From an optimization exercise on the open Yosys and OpenROAD flow, aimed at small area; shortcuts taken in it are not production practice. In this exercise RTL edits were held to simulation tests only and were not proved equivalent to the original. Power figures rest on the tool's default switching activity, not on a simulated workload.

## calc_top
module calc_top (
	input  logic                        PB1,
	input  logic                        reset,
	input  logic                        cmd_load,
	input  logic                        step,
	input  logic                        hold,
	input  logic [4-1:0]    nibble,
	output logic [16*8-1:0] line_top,
	output logic [16*8-1:0] line_bottom,
	output logic                        line_valid
);
export LEC_CHECK = 0
export CAP_MARGIN = 20
export CORE_MARGIN = 2
export CORE_UTILIZATION = 40
export SLEW_MARGIN = 20
create_clock -name core_clock -period 10.0 [get_ports {PB1}]
standard.sh (not shown) runs the stock make flow with config.mk's settings and CLKGATE_MAP_FILE= SYNTH_SCRIPT=/design/flow/synth_recipe.tcl, a recipe that flattens the netlist after the stock synthesis.
==> flow/flow/run.sh <==
#!/bin/bash
# Standard layout (the standard.sh: standard synthesis and ORFS steps) with these changes:
#  - constant output ports share tie cells in groups of up to 8 (flow/split_ties.tcl)
#    instead of one tie cell per port
#  - CTS inserts no dummy loads, and uses smaller clock buffers in larger sink clusters
#  - port buffers are the smallest buffer
set -euo pipefail
export SKIP_REPAIR_TIE_FANOUT=1
export POST_FLOORPLAN_TCL="$PWD/flow/split_ties.tcl"
export CTS_ARGS="-sink_clustering_enable -repair_clock_nets -dont_use_dummy_load -buf_list {sky130_fd_sc_hd__clkbuf_4 sky130_fd_sc_hd__clkbuf_8} -sink_clustering_size 16 -sink_clustering_max_diameter 80"
export BUFFER_PORTS_ARGS="-buffer_cell sky130_fd_sc_hd__buf_1"
bash standard.sh > flow_make.log 2>&1
==> flow/flow/split_ties.tcl <==
# Run after floorplan (POST_FLOORPLAN_TCL). Synthesis leaves one tie cell per constant value;
# give every group of up to 8 loads of a tie net its own tie cell, so that no tie net is long,
# while not spending a tie cell on every constant output port.
set group_size 8
set block [ord::get_db_block]
set made 0
set ties {}
foreach inst [$block getInsts] {
  if {[[$inst getMaster] getName] eq "sky130_fd_sc_hd__conb_1"} { lappend ties $inst }
}
foreach inst $ties {
  set master [$inst getMaster]
  foreach iterm [$inst getITerms] {
    set pin [[$iterm getMTerm] getName]
    if {$pin ne "HI" && $pin ne "LO"} { continue }
    set net [$iterm getNet]
    if {$net eq "NULL"} { continue }
    set loads {}
    foreach it [$net getITerms] {
      if {[$it getInst] eq $inst} { continue }
      lappend loads [list "[[$it getInst] getName]/[[$it getMTerm] getName]" i $it]
    }
    foreach bt [$net getBTerms] { lappend loads [list [$bt getName] b $bt] }
    set loads [lsort -dictionary -index 0 $loads]
    set n [llength $loads]
    # the first group stays on the existing tie
    for {set i $group_size} {$i < $n} {incr i $group_size} {
      set name "tie_split_${made}"
      set tie [odb::dbInst_create $block $master $name]
      set tnet [odb::dbNet_create $block "${name}_net"]
      [$tie findITerm $pin] connect $tnet
      foreach l [lrange $loads $i [expr {$i + $group_size - 1}]] {
        set obj [lindex $l 2]
        $obj disconnect
        $obj connect $tnet
      }
      incr made
    }
  }
}
puts "split_ties: added $made tie cells"
The first run passed the timing, design-rule and antenna checks.
Then changed:
--- a/flow/design.v
+++ b/flow/design.v
@@ -90,24 +90,25 @@
 				op    <= nibble[2:0];
 				count <= '0;
 			end else if (hold) begin
 				count <= '0;
 			end else if (step_evt) begin
 				count <= (do_show) ? 4'd0 : count + 4'd1;
 			end
 		end
 	end
 	logic [16*32-1:0] ring;
 	logic [4:0]  rot;
 	logic        clr;
+	logic [2:0]  clr_n;
 	logic        pend;
 	logic [4:0]  pend_addr;
 	logic [4:0]  pend_slot;
 	logic        pend_on;
 	logic        zero_fill;
 	logic [15:0] ins_data;
 	logic [3:0]  ins_sel;
 	assign zero_fill = reset || clr;
 	assign pend_on   = pend || wr_en;
 	assign pend_slot = pend_addr - rot;
 	assign ins_data  = zero_fill ? 16'd0 : entry_data;
 	always_comb begin
@@ -117,91 +118,75 @@
 	always_ff @(posedge PB1) begin
 		for (int s = 0; s < 32; s++) begin
 			if (s % 8 == 0 && ins_sel[s/8])
 				ring[16*s +: 16] <= ins_data;
 			else
 				ring[16*s +: 16] <= ring[16*((s+1) % 32) +: 16];
 		end
 	end
 	always_ff @(posedge PB1) begin
 		if (reset) begin
 			rot   <= '0;
 			clr   <= 1'b1;
+			clr_n <= '0;
 			pend  <= 1'b0;
 		end else begin
 			rot <= rot + 5'd1;
-			if (rot == 5'd6) clr <= 1'b0;
+			if (clr) begin
+				clr_n <= clr_n + 3'd1;
+				if (clr_n == 3'd6) clr <= 1'b0;
+			end
 			pend <= pend_on && (ins_sel == 4'd0);
 		end
 	end
 	logic        a_ok, b_ok;
 	logic [15:0] a_word, b_word;
+	logic [4:0]  look_addr;
+	logic [4:0]  look_slot;
 	logic        tap_hit;
 	logic [15:0] tap_word;
 	logic        got;
 	logic [15:0] got_word;
 	wire         look_b = a_ok && need_b;
-	logic [10:0] tap_sel;
-	logic [2:0]  op_nx;
-	logic [4:0]  a_nx, b_nx, look_nx, slot_nx;
-	logic        a_ok_nx;
-	always_comb begin
-		op_nx = reset ? calc_pkg::OP_WRITE : (cmd_load ? nibble[2:0] : op);
-		a_nx  = rd_addr_a;
-		b_nx  = rd_addr_b;
-		if (step_evt && do_a_hi) a_nx[4:1] = nibble;
-		if (step_evt && do_a_lo) a_nx[0]   = nibble[0];
-		if (step_evt && do_b_hi) b_nx[4:1] = nibble;
-		if (step_evt && do_b_lo) b_nx[0]   = nibble[0];
-		a_ok_nx = !(reset || a_step) && (a_ok || got);
-		look_nx = (a_ok_nx && (op_nx == calc_pkg::OP_READ2 || op_nx == calc_pkg::OP_WRITE_READ2 ||
-		           op_nx == calc_pkg::OP_LESS || op_nx == calc_pkg::OP_XOR)) ? b_nx : a_nx;
-		slot_nx = look_nx - (reset ? 5'd0 : rot + 5'd1);
-	end
-	always_ff @(posedge PB1) begin
-		for (int t = 0; t < 11; t++)
-			tap_sel[t] <= (slot_nx == 5'(3*t));
-	end
-	always_comb begin
-		tap_word = '0;
-		for (int t = 0; t < 11; t++)
-			tap_word = tap_word | ({16{tap_sel[t]}} & ring[16*3*t +: 16]);
-	end
-	assign tap_hit = |tap_sel;
+	assign look_addr = look_b ? rd_addr_b : rd_addr_a;
+	assign look_slot = look_addr - rot;
+	always_comb begin
+		tap_hit  = 1'b0;
+		tap_word = ring[15:0];
+		for (int t = 0; t < 11; t++) begin
+			if (look_slot == 5'(3*t)) begin
+				tap_hit  = 1'b1;
+				tap_word = ring[16*3*t +: 16];
+			end
+		end
+	end
 	assign got      = clr || tap_hit;
 	assign got_word = clr ? 16'd0 : tap_word;
 	wire a_step = step_evt && (do_a_hi || do_a_lo);
 	wire b_step = step_evt && (do_b_hi || do_b_lo);
 	wire         b_hold = b_ok || !look_b;
 	wire [15:0]  a_next = a_ok ? a_word : got_word;
 	wire [15:0]  b_next = b_hold ? b_word : got_word;
 	wire upd   = wr_en || (pend && ins_sel != 4'd0);
 	wire a_upd = upd && (rd_addr_a == pend_addr);
 	wire b_upd = upd && (rd_addr_b == pend_addr);
 	always_ff @(posedge PB1) begin
 		a_word <= a_upd ? entry_data : a_next;
 		b_word <= b_upd ? entry_data : b_next;
-		a_ok   <= a_ok_nx;
+		a_ok   <= !(reset || a_step) && (a_ok || got);
 		b_ok   <= !(reset || b_step) && (b_ok || (look_b && got));
 	end
-	logic a_lt_b;
-	always_comb begin
-		a_lt_b = 1'b0;
-		for (int i = 0; i < 15; i++)
-			a_lt_b = (a_word[i] == b_word[i]) ? a_lt_b : b_word[i];
-		a_lt_b = (a_word[15] == b_word[15]) ? a_lt_b : a_word[15];
-	end
 	always_comb begin
 		case (op)
-			calc_pkg::OP_LESS:  wr_word = {15'd0, a_lt_b};
+			calc_pkg::OP_LESS:  wr_word = {15'd0, $signed(a_word) < $signed(b_word)};
 			calc_pkg::OP_XOR:   wr_word = a_word ^ b_word;
 			default:            wr_word = a_word >> shift_amt;
 		endcase
 	end
 	always_ff @(posedge PB1) begin
 		if (step_evt) begin
 			if (do_a_hi)  rd_addr_a[4:1] <= nibble;
 			if (do_a_lo)  rd_addr_a[0] <= nibble[0];
 			if (do_b_hi)  rd_addr_b[4:1] <= nibble;
 			if (do_b_lo)  rd_addr_b[0] <= nibble[0];
 			if (do_w_hi)  wr_addr[4:1] <= nibble;
 			if (do_w_lo)  wr_addr[0] <= nibble[0];
=> Utilization goes down by 0.13 points. Sequential share of layout area came out lower by 4.3 points. Synthesized area rose by about 6%. Die area climbs by 5.7%. Worst setup slack loses 0.92 ns. Maximum frequency drops by 15%. Final area rose by about 6%. First-iteration DRC count increases by about 57%. Sequential power stays flat.

## afterwards: timing with drivers on the ports
How much do the figures lean on ideal ports? The routed layouts below were timed once more, with nothing changed but the port constraints. Step 1 (the two cells are an assumption about what drives the block):
set clk [get_ports {PB1}]
set_driving_cell -lib_cell sky130_fd_sc_hd__clkbuf_16 $clk
set_driving_cell -lib_cell sky130_fd_sc_hd__buf_2 [delete_from_list [all_inputs] $clk]
Step 2, shift: input delay + t, output delay - t, t = (earliest + latest rising clock arrival at the registers) / 2. This alone moves slack from input paths to output paths. Slacks: ideal ports / drivers / drivers and shift; pairs: ideal ports / drivers.
run	t (ns)	setup WS [ns]	hold slack, ns	cell pins on the clock port's net
the first run	0.653	4.787 / 4.808 / 4.155	0.309 / 0.309 / 0.309	1
the second run	0.684	3.868 / 3.868 / 3.868	0.298 / 0.298 / 0.298	1
After both steps every run listed still meets setup and hold. The setup slack of the first run, which loses most, moves by +0.021 ns with the drivers and by -0.632 ns with both steps.
